This is an optimization exercise on Yosys and OpenROAD, whose aim is small area, a short achievable clock period and few clock cycles per item, not a production implementation. The RTL was checked by simulation tests, not by an equivalence proof against the original design.

==> module cube_move_engine, before the edit <==
module cube_move_engine (
    input  logic                  clock,
    input  logic                  rst,
    input  move_pkg::move_list_t  moves_input,
    input  logic                  new_moves_ready,
    input  cube_pkg::cube_state_t cubestate_input,
    output cube_pkg::cube_state_t cubestate_updated,
    output logic                  state_updated
);
    localparam int K   = 2;   
    localparam int A   = 1;   
    localparam int NCM = 3;   
    logic [NCM+1:0] busy_q;
    logic         done_q;      
    logic [143:0] cube_q;      
    logic [17:0]  center_q;    
    logic [199:0] moves_q;     
    logic [11:0]  sel1_q, sel1n_q;
    wire          idle = ~busy_q[0];
    wire  [199:0] moves_in = moves_input << (4*A);
    logic [143:0] ch [0:K];
    logic [11:0]  sel [1:K];
    logic [3:0]   code [1:K];
    assign code[2] = idle ? moves_input[199-4*0 -: 4] : moves_q[199-4*1 -: 4];
    move_decoder u_dec2 (.code(code[2]), .sel(sel[2]));
    assign ch[0] = cube_q;
    logic [143:0] cin;
    for (genvar g = 0; g < NCM; g++) begin : g_cin
        localparam int lo = g*144/NCM;
        localparam int hi = (g+1)*144/NCM - 1;
        assign cin[hi:lo] = busy_q[1+g] ? ch[1][hi:lo] : cubestate_input[hi:lo];
    end
    logic [143:0] ch1a, ch1b;
    wire  [11:0]  sel1a = sel1_q;
    wire  [11:0]  sel1b = ~sel1n_q;
    cube_turner u_turn1a (.sel(sel1a), .cube_i(ch[0]), .cube_o(ch1a));
    cube_turner u_turn1b (.sel(sel1b), .cube_i(ch[0]), .cube_o(ch1b));
    assign ch[1] = {ch1b[143:72], ch1a[71:0]};
    cube_turner u_turn2 (.sel(sel[2]), .cube_i(cin), .cube_o(ch[2]));
    wire  [143:0] cube_d = ch[K];
    wire  [199:0] moves_d = busy_q[NCM+1] ? (moves_q << (4*K)) : moves_in;
    logic [49:0]  act_q, act_i;
    for (genvar g = 0; g < 50; g++) begin : g_act
        move_active u_act_q (.code(moves_q[4*g +: 4]), .act(act_q[g]));
        move_active u_act_i (.code(moves_input[4*g +: 4]), .act(act_i[g]));
    end
    wire          fin_q = ~|act_q[49-K:0];
    wire          fin_i = ~|act_i[49-A:0];
    logic [11:0]  sel1_d;
    move_decoder u_dec_next (.code(moves_d[199 -: 4]), .sel(sel1_d));
    always_ff @(posedge clock) begin
        if (rst) begin
            busy_q <= '0;
            done_q <= 1'b0;
        end else begin
            for (int c = 0; c < NCM + 2; c++)
                busy_q[c] <= busy_q[c] ? ~fin_q : (new_moves_ready & ~fin_i);
            done_q <= busy_q[0] ? fin_q : (new_moves_ready & fin_i);
        end
    end
    always_ff @(posedge clock) begin
        cube_q  <= cube_d;
        moves_q <= moves_d;
        sel1_q  <= sel1_d;
        sel1n_q <= ~sel1_d;
        if (idle) center_q <= cubestate_input[161:144];
    end
    assign cubestate_updated = {center_q, cube_q};
    assign state_updated     = done_q;
endmodule
Settings: LEC_CHECK=0, CAP_MARGIN=20, CORE_MARGIN=2, CORE_UTILIZATION=30, SETUP_SLACK_MARGIN=2.5, SLEW_MARGIN=20, BUFFER_PORTS_ARGS=-buffer_cell sky130_fd_sc_hd__buf_1; clock period 5.0 ns.
standard.sh (not shown) runs the stock make flow with config.mk's settings and CLKGATE_MAP_FILE= SYNTH_SCRIPT=/design/flow/synth_recipe.tcl, a recipe that flattens the netlist after the stock synthesis.
==> flow/flow/run.sh <==
#!/bin/bash
# The standard layout, with the ports buffered by the smallest buffer (buf_1) instead of
# the clkdlybuf4s50_1 that buffer_ports picks by default; the resizer still upsizes any
# port buffer that timing needs. Everything else is standard.sh unchanged.
set -euo pipefail
echo 'export BUFFER_PORTS_ARGS = -buffer_cell sky130_fd_sc_hd__buf_1' >> config.mk
bash standard.sh > standard_flow.log 2>&1
Testbench counts at the start, summed over its fixed seeds: cycles 5,878, items 320.
Next try:
--- a/flow/design.v
+++ b/flow/design.v
@@ -360,36 +360,26 @@
     output logic                  state_updated
 );
-    localparam int K   = 2;   
-    localparam int A   = 1;   
-    localparam int NCM = 3;   
-    logic [NCM+1:0] busy_q;
+    localparam int K = 2;   
+    localparam int A = 1;   
+    logic         busy_q;      
     logic         done_q;      
     logic [143:0] cube_q;      
     logic [17:0]  center_q;    
     logic [199:0] moves_q;     
-    logic [11:0]  sel1_q, sel1n_q;
-    wire          idle = ~busy_q[0];
+    logic [11:0]  sel1_q;      
+    wire          idle = ~busy_q;
+    wire          load = idle & new_moves_ready;
     wire  [199:0] moves_in = moves_input << (4*A);
     logic [143:0] ch [0:K];
     logic [11:0]  sel [1:K];
     logic [3:0]   code [1:K];
+    assign sel[1] = sel1_q;
     assign code[2] = idle ? moves_input[199-4*0 -: 4] : moves_q[199-4*1 -: 4];
     move_decoder u_dec2 (.code(code[2]), .sel(sel[2]));
     assign ch[0] = cube_q;
-    logic [143:0] cin;
-    for (genvar g = 0; g < NCM; g++) begin : g_cin
-        localparam int lo = g*144/NCM;
-        localparam int hi = (g+1)*144/NCM - 1;
-        assign cin[hi:lo] = busy_q[1+g] ? ch[1][hi:lo] : cubestate_input[hi:lo];
-    end
-    logic [143:0] ch1a, ch1b;
-    wire  [11:0]  sel1a = sel1_q;
-    wire  [11:0]  sel1b = ~sel1n_q;
-    cube_turner u_turn1a (.sel(sel1a), .cube_i(ch[0]), .cube_o(ch1a));
-    cube_turner u_turn1b (.sel(sel1b), .cube_i(ch[0]), .cube_o(ch1b));
-    assign ch[1] = {ch1b[143:72], ch1a[71:0]};
-    cube_turner u_turn2 (.sel(sel[2]), .cube_i(cin), .cube_o(ch[2]));
+    cube_turner u_turn1 (.sel(sel[1]), .cube_i(ch[0]), .cube_o(ch[1]));
+    cube_turner u_turn2 (.sel(sel[2]), .cube_i((idle ? cubestate_input[143:0] : ch[1])), .cube_o(ch[2]));
     wire  [143:0] cube_d = ch[K];
-    wire  [199:0] moves_d = busy_q[NCM+1] ? (moves_q << (4*K)) : moves_in;
+    wire  [199:0] moves_d = idle ? moves_in : (moves_q << (4*K));
     logic [49:0]  act_q, act_i;
     for (genvar g = 0; g < 50; g++) begin : g_act
@@ -399,14 +389,14 @@
     wire          fin_q = ~|act_q[49-K:0];
     wire          fin_i = ~|act_i[49-A:0];
+    wire          finish = idle ? fin_i : fin_q;
     logic [11:0]  sel1_d;
     move_decoder u_dec_next (.code(moves_d[199 -: 4]), .sel(sel1_d));
     always_ff @(posedge clock) begin
         if (rst) begin
-            busy_q <= '0;
+            busy_q <= 1'b0;
             done_q <= 1'b0;
         end else begin
-            for (int c = 0; c < NCM + 2; c++)
-                busy_q[c] <= busy_q[c] ? ~fin_q : (new_moves_ready & ~fin_i);
-            done_q <= busy_q[0] ? fin_q : (new_moves_ready & fin_i);
+            busy_q <= (load | busy_q) & ~finish;
+            done_q <= (load | busy_q) & finish;
         end
     end
@@ -415,5 +405,4 @@
         moves_q <= moves_d;
         sel1_q  <= sel1_d;
-        sel1n_q <= ~sel1_d;
         if (idle) center_q <= cubestate_input[161:144];
     end
=> The changed run went through all stages and came out clean. Synthesized cell count decreases slightly. Design area increases by a few percent. Routed wire length increases by a few percent. Via count increases by a few percent. Worst hold slack gets worse by 0.010 ns.
Testbench counts after the change, summed over its fixed seeds: cycles 5,878, items 320.

static timing again, ports no longer ideal:
The results above use ideal ports. As a check the final layouts listed here were re-extracted and re-timed, cells and wires unchanged. Step 1, drivers: a clkbuf_16 drives clock and a buf_2 each remaining input, both assumed. Step 2 moves the port delays by t, midway between the first and last clock arrival at a register: inputs arrive t later, outputs are due t later. That takes back most of the time a late clock gives input paths. Three values: ideal, step 1, step 2; two values: the first two.
run | t (ns) | slack for setup (ns) | worst setup path at the end
the first run | 0.643 | 2.365 / 2.365 / 1.830 | input to register
the second run | 0.657 | 2.433 / 2.403 / 1.777 | input to register
After both steps setup and hold are still met in every run listed. The setup slack of the second run, which loses most, moves by -0.030 ns with the drivers and by -0.656 ns with both steps.
